Source: an optimization exercise on an open RTL-to-GDS flow (aim: small area, a short achievable clock period and few clock cycles). Production flows keep margins and buffers that such runs may drop. Where RTL was checked, it was by simulation tests only, not by an equivalence proof against the original.

red:
==> flow/design.v <==
module agu_tile_stream #(
  parameter int                    ADDR_WIDTH = 32,
  parameter int                    IDX_WIDTH  = 16,
  parameter int                    LANES      = 4,
  parameter int                    FIFO_DEPTH = 4,
  parameter logic [ADDR_WIDTH-1:0] NULL_ADDR  = '1
) (
  input  logic                  clk,
  input  logic                  rst,
  input  logic                  cfg_valid_i,
  output logic                  cfg_ready_o,
  input  logic [IDX_WIDTH-1:0]  mat_m_i, mat_k_i, mat_n_i,
  input  logic [IDX_WIDTH-1:0]  tm_i, tn_i, tk_i,
  input  logic [ADDR_WIDTH-1:0] base_a_i, base_b_i, base_c_i,
  input  logic [1:0]            elem_shift_i,
  input  logic                  tile_req_i,
  output logic                  tile_done_o,
  output logic                  all_tiles_done_o,
  output logic                  busy_o,
  output logic                  out_valid,
  input  logic                  out_ready,
  output logic [LANES*ADDR_WIDTH-1:0] out_addr,
  output logic [LANES-1:0]      out_null,
  output logic [1:0]            out_id,
  output logic                  out_last
);
  localparam int AW = ADDR_WIDTH;
  localparam int IW = IDX_WIDTH;
  localparam int SW = IW + 3;               
  localparam int LB = $clog2(LANES) + 3;    
  localparam int HW = AW - LB;
  localparam logic [1:0] SEG_A = 2'd0, SEG_B = 2'd1, SEG_C = 2'd2;
  logic busy_q, init_q, armed_q, run_q, done_q, last_q;
  logic [1:0]    seg_q, sh_q;
  logic          lk_q, lm_q;                
  logic          ce_q, re_q;                
  logic [IW-1:0] k_q, n_q, tm_q, tn_q, tk_q;
  logic [IW-1:0] rm_q, rn_q, rk_q, ko_q, no_q;
  logic [IW-1:0] rr_q, rc_q;                
  logic [AW-1:0] p_q, r_q, am_q, bk_q, bb_q, cm_q;
  logic cfg_acc, zero_cfg, valid, pop, adv;
  logic last_m, last_n, last_k, walk_end;
  logic [IW-1:0] em, en, ek;
  logic [IW:0]   dm, dn, dk;
  assign cfg_acc  = cfg_valid_i & ~busy_q;
  assign zero_cfg = (mat_m_i == '0) | (mat_k_i == '0) | (mat_n_i == '0) |
                    (tm_i == '0) | (tn_i == '0) | (tk_i == '0);
  assign dm     = {1'b0, rm_q} - {1'b0, tm_q};
  assign dn     = {1'b0, rn_q} - {1'b0, tn_q};
  assign dk     = {1'b0, rk_q} - {1'b0, tk_q};
  assign last_m = dm[IW] | (dm[IW-1:0] == '0);
  assign last_n = dn[IW] | (dn[IW-1:0] == '0);
  assign last_k = dk[IW] | (dk[IW-1:0] == '0);
  assign em     = last_m ? rm_q : tm_q;
  assign en     = last_n ? rn_q : tn_q;
  assign ek     = last_k ? rk_q : tk_q;
  assign walk_end = (seg_q == SEG_C) & lm_q & last_n;
  assign valid = run_q | (armed_q & tile_req_i);
  assign pop   = valid & out_ready;
  assign adv   = pop | init_q;
  assign out_valid        = valid;
  assign tile_done_o      = out_ready & last_q;
  assign cfg_ready_o      = ~busy_q;
  assign busy_o           = busy_q;
  assign all_tiles_done_o = done_q;
  assign out_id           = seg_q;
  assign out_last         = last_q;
  logic [HW-1:0]               hi, t_q;
  logic [LANES-1:1]            c_q, nul_q;
  logic [LANES-1:1][LB-1:0]    lo_q;
  assign hi = p_q[AW-1:LB];
  assign out_null[0]      = 1'b0;
  assign out_addr[AW-1:0] = p_q;
  for (genvar l = 1; l < LANES; l++) begin : g_lane
    assign out_null[l]          = nul_q[l];
    assign out_addr[l*AW +: AW] = nul_q[l] ? NULL_ADDR : {hi ^ (t_q & {HW{c_q[l]}}), lo_q[l]};
  end
  localparam int EV_START = 0, EV_INROW = 1, EV_ROW = 2, EV_TOB = 3, EV_TOC = 4;
  logic [4:0]    ev_q, ev_n;
  logic          start, inrow, rowadv, to_b, to_c, ce_n, re_n, lk_n, last_n_beat;
  logic [1:0]    seg_n;
  logic [IW-1:0] y, w_n, h_n;
  logic [SW-1:0] y_s, z_s;
  logic [AW-1:0] x, madd, uadd;
  logic [HW-1:0] t_n;
  logic [LANES-1:1] c_n, nul_n;
  logic [LANES-1:1][LB-1:0] lo_n;
  logic [IW-1:0] rc_n;
  assign start  = ev_q[EV_START];
  assign inrow  = ev_q[EV_INROW];
  assign rowadv = ev_q[EV_ROW];
  assign to_b   = ev_q[EV_TOB];
  assign to_c   = ev_q[EV_TOC];
  always_comb begin
    x = ({AW{start}} & am_q) | ({AW{inrow}} & p_q) | ({AW{rowadv}} & r_q) |
        ({AW{to_b}} & bk_q) | ({AW{to_c}} & cm_q);
    y = ({IW{start}} & ko_q) | ({IW{inrow}} & IW'(LANES)) |
        ({IW{rowadv & (seg_q == SEG_A)}} & k_q) | ({IW{rowadv & (seg_q != SEG_A)}} & n_q) |
        ({IW{to_b | to_c}} & no_q);
  end
  assign y_s  = SW'(y) << sh_q;
  assign madd = x + AW'(y_s);
  always_comb begin
    logic [HW-1:0] g;
    g = madd[AW-1:LB];
    for (int s = 1; s < HW; s = s * 2)
      for (int i = HW - 1; i >= 0; i--)
        if ((i / s) % 2 == 1) g[i] = g[i] & g[(i / s) * s - 1];
    t_n = {g[HW-2:0], 1'b1};              
  end
  for (genvar l = 1; l < LANES; l++) begin : g_carry
    logic [LB:0] lo;
    assign lo     = {1'b0, madd[LB-1:0]} + ((LB+1)'(l) << sh_q);
    assign c_n[l]  = lo[LB];
    assign lo_n[l] = lo[LB-1:0];
    assign nul_n[l] = (rc_n[IW-1:2] == '0) & (rc_n[1:0] <= 2'(l));
  end
  assign z_s  = SW'((seg_q == SEG_A) ? rk_q : rn_q) << sh_q;
  assign uadd = r_q + AW'(z_s);
  always_comb begin
    seg_n = seg_q; lk_n = lk_q;
    w_n = (seg_q == SEG_A) ? ek : en;
    h_n = rr_q - IW'(1);
    if (start)     begin seg_n = SEG_A; w_n = ek; h_n = em; end
    else if (to_b) begin seg_n = SEG_B; w_n = en; h_n = ek; lk_n = last_k; end
    else if (to_c) begin seg_n = SEG_C; w_n = en; h_n = em; end
  end
  assign rc_n = inrow ? rc_q - IW'(LANES) : w_n;
  assign ce_n = inrow ? (rc_q <= IW'(2*LANES)) : (w_n <= IW'(LANES));
  assign re_n = inrow ? re_q : (h_n == IW'(1));
  assign last_n_beat = ce_n & re_n & ((seg_n == SEG_C) | ((seg_n == SEG_B) & ~lk_n));
  always_comb begin
    ev_n = '0;
    if (last_n_beat)           ev_n[EV_START] = 1'b1;
    else if (!ce_n)            ev_n[EV_INROW] = 1'b1;
    else if (!re_n)            ev_n[EV_ROW]   = 1'b1;
    else if (seg_n == SEG_A)   ev_n[EV_TOB]   = 1'b1;
    else                       ev_n[EV_TOC]   = 1'b1;
  end
  always_ff @(posedge clk or posedge rst) begin
    if (rst) begin
      busy_q <= 1'b0; init_q <= 1'b0; armed_q <= 1'b0; run_q <= 1'b0;
      done_q <= 1'b0; last_q <= 1'b0;
    end else if (cfg_acc) begin
      busy_q <= ~zero_cfg; init_q <= ~zero_cfg; armed_q <= 1'b0; run_q <= 1'b0;
      done_q <= zero_cfg; last_q <= 1'b0;
    end else begin
      init_q <= 1'b0;
      if (init_q) armed_q <= 1'b1;
      if (busy_q & tile_req_i) run_q <= 1'b1;
      if (adv) last_q <= last_n_beat;
      if (pop & last_q) begin
        run_q <= 1'b0;
        if (walk_end) begin busy_q <= 1'b0; armed_q <= 1'b0; done_q <= 1'b1; end
      end
    end
  end
  always_ff @(posedge clk) begin
    if (!busy_q) begin
      k_q <= mat_k_i; n_q <= mat_n_i; tm_q <= tm_i; tn_q <= tn_i; tk_q <= tk_i;
      sh_q <= elem_shift_i;
      rm_q <= mat_m_i; rn_q <= mat_n_i; rk_q <= mat_k_i; ko_q <= '0; no_q <= '0;
      am_q <= base_a_i; bk_q <= base_b_i; bb_q <= base_b_i; cm_q <= base_c_i;
      ev_q <= 5'(1 << EV_START);
    end else if (adv) begin
      p_q <= madd; t_q <= t_n; c_q <= c_n; lo_q <= lo_n; nul_q <= nul_n; ev_q <= ev_n;
      rc_q <= rc_n;
      if (!inrow) begin r_q <= madd; rr_q <= h_n; end
      seg_q <= seg_n; lk_q <= lk_n; ce_q <= ce_n; re_q <= re_n;
      if (last_q) begin
        if (lk_q) begin
          rn_q <= last_n ? n_q : dn[IW-1:0];
          no_q <= last_n ? '0 : no_q + tn_q;
        end
        if (lk_q & last_n) cm_q <= uadd;
        if (~lk_q) bk_q <= uadd;
      end
      if (to_b) begin
        rk_q <= last_k ? k_q : dk[IW-1:0];
        ko_q <= last_k ? '0 : ko_q + tk_q;
        if (last_n & last_k) am_q <= uadd;
      end
      if (to_c) begin
        lm_q <= last_m;
        bk_q <= bb_q;
        if (last_n) rm_q <= dm[IW-1:0];
      end
    end
  end
endmodule
==> flow/config.mk <==
export PLATFORM = sky130hd
export DESIGN_NAME = agu_tile_stream
export DESIGN_NICKNAME = agu_tile_stream
export VERILOG_FILES = /design/flow/design.v
export SDC_FILE = /design/flow/constraint.sdc
export NUM_CORES = 4
export LEC_CHECK = 0
export ABC_AREA = 1
export CAP_MARGIN = 20
export CORE_MARGIN = 2
export CORE_UTILIZATION = 40
export PLACE_DENSITY = 0.6
export SETUP_SLACK_MARGIN = 5
export SLEW_MARGIN = 20
==> flow/constraint.sdc <==
create_clock -name core_clock -period 13.5 [get_ports {clk}]
set_input_delay 2.7000 -clock core_clock [delete_from_list [all_inputs] [get_ports {clk}]]
set_output_delay 2.7000 -clock core_clock [all_outputs]
set_load 0.01 [all_outputs]
standard.sh (not shown) runs the stock make flow with config.mk's settings and CLKGATE_MAP_FILE= SYNTH_SCRIPT=/design/flow/synth_recipe.tcl, a recipe that flattens the netlist after the stock synthesis.
==> flow/flow/run.sh <==
#!/bin/bash
# The standard layout (the standard.sh: its synthesis, floorplan, power grid,
# placement, CTS and routing unchanged), with one difference: the buffers that
# placement puts on every input and output port are sky130_fd_sc_hd__buf_2
# cells instead of the default delay-cell buffers.
set -euo pipefail
export BUFFER_PORTS_ARGS="-buffer_cell sky130_fd_sc_hd__buf_2"
bash standard.sh finish > flow_make.log 2>&1
diff inputs: red => blue
diff --git a/flow/design.v b/flow/design.v
--- a/flow/design.v
+++ b/flow/design.v
@@ -65,15 +65,16 @@
   assign all_tiles_done_o = done_q;
   assign out_id           = seg_q;
   assign out_last         = last_q;
-  logic [HW-1:0]               hi, t_q;
-  logic [LANES-1:1]            c_q, nul_q;
-  logic [LANES-1:1][LB-1:0]    lo_q;
+  logic [HW-1:0]    hi, t_q;
+  logic [LANES-1:1] c_q;
   assign hi = p_q[AW-1:LB];
   assign out_null[0]      = 1'b0;
   assign out_addr[AW-1:0] = p_q;
   for (genvar l = 1; l < LANES; l++) begin : g_lane
-    assign out_null[l]          = nul_q[l];
-    assign out_addr[l*AW +: AW] = nul_q[l] ? NULL_ADDR : {hi ^ (t_q & {HW{c_q[l]}}), lo_q[l]};
+    logic [LB-1:0] lo;
+    assign lo                   = p_q[LB-1:0] + (LB'(l) << sh_q);
+    assign out_null[l]          = (rc_q[IW-1:2] == '0) & (rc_q[1:0] <= 2'(l));
+    assign out_addr[l*AW +: AW] = out_null[l] ? NULL_ADDR : {hi ^ (t_q & {HW{c_q[l]}}), lo};
   end
   localparam int EV_START = 0, EV_INROW = 1, EV_ROW = 2, EV_TOB = 3, EV_TOC = 4;
   logic [4:0]    ev_q, ev_n;
@@ -83,9 +84,7 @@
   logic [SW-1:0] y_s, z_s;
   logic [AW-1:0] x, madd, uadd;
   logic [HW-1:0] t_n;
-  logic [LANES-1:1] c_n, nul_n;
-  logic [LANES-1:1][LB-1:0] lo_n;
-  logic [IW-1:0] rc_n;
+  logic [LANES-1:1] c_n;
   assign start  = ev_q[EV_START];
   assign inrow  = ev_q[EV_INROW];
   assign rowadv = ev_q[EV_ROW];
@@ -111,9 +110,7 @@
   for (genvar l = 1; l < LANES; l++) begin : g_carry
     logic [LB:0] lo;
     assign lo     = {1'b0, madd[LB-1:0]} + ((LB+1)'(l) << sh_q);
-    assign c_n[l]  = lo[LB];
-    assign lo_n[l] = lo[LB-1:0];
-    assign nul_n[l] = (rc_n[IW-1:2] == '0) & (rc_n[1:0] <= 2'(l));
+    assign c_n[l] = lo[LB];
   end
   assign z_s  = SW'((seg_q == SEG_A) ? rk_q : rn_q) << sh_q;
   assign uadd = r_q + AW'(z_s);
@@ -125,7 +122,6 @@
     else if (to_b) begin seg_n = SEG_B; w_n = en; h_n = ek; lk_n = last_k; end
     else if (to_c) begin seg_n = SEG_C; w_n = en; h_n = em; end
   end
-  assign rc_n = inrow ? rc_q - IW'(LANES) : w_n;
   assign ce_n = inrow ? (rc_q <= IW'(2*LANES)) : (w_n <= IW'(LANES));
   assign re_n = inrow ? re_q : (h_n == IW'(1));
   assign last_n_beat = ce_n & re_n & ((seg_n == SEG_C) | ((seg_n == SEG_B) & ~lk_n));
@@ -163,9 +159,9 @@
       am_q <= base_a_i; bk_q <= base_b_i; bb_q <= base_b_i; cm_q <= base_c_i;
       ev_q <= 5'(1 << EV_START);
     end else if (adv) begin
-      p_q <= madd; t_q <= t_n; c_q <= c_n; lo_q <= lo_n; nul_q <= nul_n; ev_q <= ev_n;
-      rc_q <= rc_n;
-      if (!inrow) begin r_q <= madd; rr_q <= h_n; end
+      p_q <= madd; t_q <= t_n; c_q <= c_n; ev_q <= ev_n;
+      if (!inrow) begin r_q <= madd; rc_q <= w_n; rr_q <= h_n; end
+      else rc_q <= rc_q - IW'(LANES);
       seg_q <= seg_n; lk_q <= lk_n; ce_q <= ce_n; re_q <= re_n;
       if (last_q) begin
         if (lk_q) begin
Findings:
- Average cell area after synthesis delta (blue -> red): insignificant
- Compared with red, blue shows area taken by flip-flops and latches lower by 3.7%.
- Between red and blue, the slew at the pin closest to its max-slew limit is higher for blue.
- Taking red as the reference, in blue detailed-route via count now smaller, fraction of layout instances using a drive strength above 1 went up.
- After detailed routing, red needs more wire than blue.
- Comparing red and blue, area after synthesis is higher on red.
- The run with more setup slack is red; blue has less.
- blue against red: adder-cell share of the synthesized area picked up an extra 0.36 points.
- Looking at first element of the critical path, the sh_q[0]$_DFFE_PN_ result is from blue; the tile_req_i one comes from red.
Testbench counts of blue, summed over its fixed seeds: cycles 105,238.
For red, only the layout was checked, not whether the RTL still works.

* * *

P:
Starts from the design.v that is shown in full above.
export LEC_CHECK = 0
export ABC_AREA = 1
export CAP_MARGIN = 20
export CORE_MARGIN = 2
export CORE_UTILIZATION = 55
export PLACE_DENSITY = 0.7
export SETUP_SLACK_MARGIN = 5
export SLEW_MARGIN = 20
create_clock -name core_clock -period 13.5 [get_ports {clk}]
Scripts as last shown in full above: flow/flow/run.sh
P: done, clean on timing, DRC and antenna
### P -> Q
-- flow/design.v --
<<< P, line 66
  assign out_id           = seg_q;
  assign out_last         = last_q;
  logic [HW-1:0]               hi, t_q;
  logic [LANES-1:1]            c_q, nul_q;
  logic [LANES-1:1][LB-1:0]    lo_q;
  assign hi = p_q[AW-1:LB];
  assign out_null[0]      = 1'b0;
  assign out_addr[AW-1:0] = p_q;
  for (genvar l = 1; l < LANES; l++) begin : g_lane
    assign out_null[l]          = nul_q[l];
    assign out_addr[l*AW +: AW] = nul_q[l] ? NULL_ADDR : {hi ^ (t_q & {HW{c_q[l]}}), lo_q[l]};
  end
  localparam int EV_START = 0, EV_INROW = 1, EV_ROW = 2, EV_TOB = 3, EV_TOC = 4;
>>> Q, line 66
  assign out_id           = seg_q;
  assign out_last         = last_q;
  localparam int GN = (HW + 3) / 4;
  logic [HW-1:0]               hi, t;
  logic [GN-1:0]               gf_q;
  logic [LANES-1:1]            c_q, nul_q;
  logic [LANES-1:1][LB-1:0]    lo_q;
  assign hi = p_q[AW-1:LB];
  always_comb begin
    for (int i = 0; i < HW; i++) begin
      t[i] = 1'b1;
      for (int j = 0; j < i / 4; j++) t[i] = t[i] & gf_q[j];
      for (int b = (i / 4) * 4; b < i; b++) t[i] = t[i] & hi[b];
    end
  end
  assign out_null[0]      = 1'b0;
  assign out_addr[AW-1:0] = p_q;
  for (genvar l = 1; l < LANES; l++) begin : g_lane
    assign out_null[l]          = nul_q[l];
    assign out_addr[l*AW +: AW] = nul_q[l] ? NULL_ADDR : {hi ^ (t & {HW{c_q[l]}}), lo_q[l]};
  end
  localparam int EV_START = 0, EV_INROW = 1, EV_ROW = 2, EV_TOB = 3, EV_TOC = 4;
<<< P, line 83
  logic [SW-1:0] y_s, z_s;
  logic [AW-1:0] x, madd, uadd;
  logic [HW-1:0] t_n;
  logic [LANES-1:1] c_n, nul_n;
  logic [LANES-1:1][LB-1:0] lo_n;
>>> Q, line 92
  logic [SW-1:0] y_s, z_s;
  logic [AW-1:0] x, madd, uadd;
  logic [GN-1:0] gf_n;
  logic [LANES-1:1] c_n, nul_n;
  logic [LANES-1:1][LB-1:0] lo_n;
<<< P, line 102
  assign madd = x + AW'(y_s);
  always_comb begin
    logic [HW-1:0] g;
    g = madd[AW-1:LB];
    for (int s = 1; s < HW; s = s * 2)
      for (int i = HW - 1; i >= 0; i--)
        if ((i / s) % 2 == 1) g[i] = g[i] & g[(i / s) * s - 1];
    t_n = {g[HW-2:0], 1'b1};              
  end
  for (genvar l = 1; l < LANES; l++) begin : g_carry
>>> Q, line 111
  assign madd = x + AW'(y_s);
  always_comb begin
    logic [4*GN-1:0] h;
    h = {{(4*GN-HW){1'b1}}, madd[AW-1:LB]};
    for (int j = 0; j < GN; j++) gf_n[j] = &h[4*j +: 4];
  end
  for (genvar l = 1; l < LANES; l++) begin : g_carry
<<< P, line 164
      ev_q <= 5'(1 << EV_START);
    end else if (adv) begin
      p_q <= madd; t_q <= t_n; c_q <= c_n; lo_q <= lo_n; nul_q <= nul_n; ev_q <= ev_n;
      rc_q <= rc_n;
      if (!inrow) begin r_q <= madd; rr_q <= h_n; end
>>> Q, line 170
      ev_q <= 5'(1 << EV_START);
    end else if (adv) begin
      p_q <= madd; gf_q <= gf_n; c_q <= c_n; lo_q <= lo_n; nul_q <= nul_n; ev_q <= ev_n;
      rc_q <= rc_n;
      if (!inrow) begin r_q <= madd; rr_q <= h_n; end
Q ended up with sky130_fd_sc_hd__o31ai_4 as its highest-delay cell along the critical path; P ended up with sky130_fd_sc_hd__edfxtp_1.
Against P, final standard cell count with taps included and fillers excluded in Q fell slightly.
Looking at row count across P and Q, the one that comes out higher is P.
Going from P to Q, final wirelength dropped about 3%, number of buffers added by the clock tree synthesis step lower, core utilization went up.
Q vs P on setup slack: Q is the lower one.
Testbench counts of Q, summed over its fixed seeds: cycles 105,238.
The RTL of P was laid out without a check of its function.

separate check: timing with driven ports:
No port has a modelled driver above. Below, the same layouts with a new extraction and two added sets of constraints. Step 1 assumes that a clkbuf_16 drives the clock port and a buf_2 every other input. Step 2 also shifts input and output timing later by t, the mid clock arrival at the registers, as if the neighbouring blocks saw the same clock. a / b / c = no drivers / after step 1 / after step 2; a / b = the first two.
run | t, ns | setup WS [ns] | clock arrival spread, ns | worst slew at a driven data input, ns | cell pins on the clock port's net
red | 0.660 | 7.665 / 7.669 / 7.051 | 0.022 / 0.022 | 0.11 | 1
blue | 0.678 | 6.913 / 6.847 / 7.525 | 0.019 / 0.020 | 0.14 | 1
P | 0.663 | 7.647 / 7.581 / 7.659 | 0.037 / 0.036 | 0.08 | 1
Q | 0.652 | 7.513 / 7.513 / 7.297 | 0.030 / 0.030 | 0.08 | 1
After both steps setup and hold are still met in every run listed. For red, which loses most, drivers alone change the setup slack by +0.004 ns; drivers and shift together by -0.614 ns.
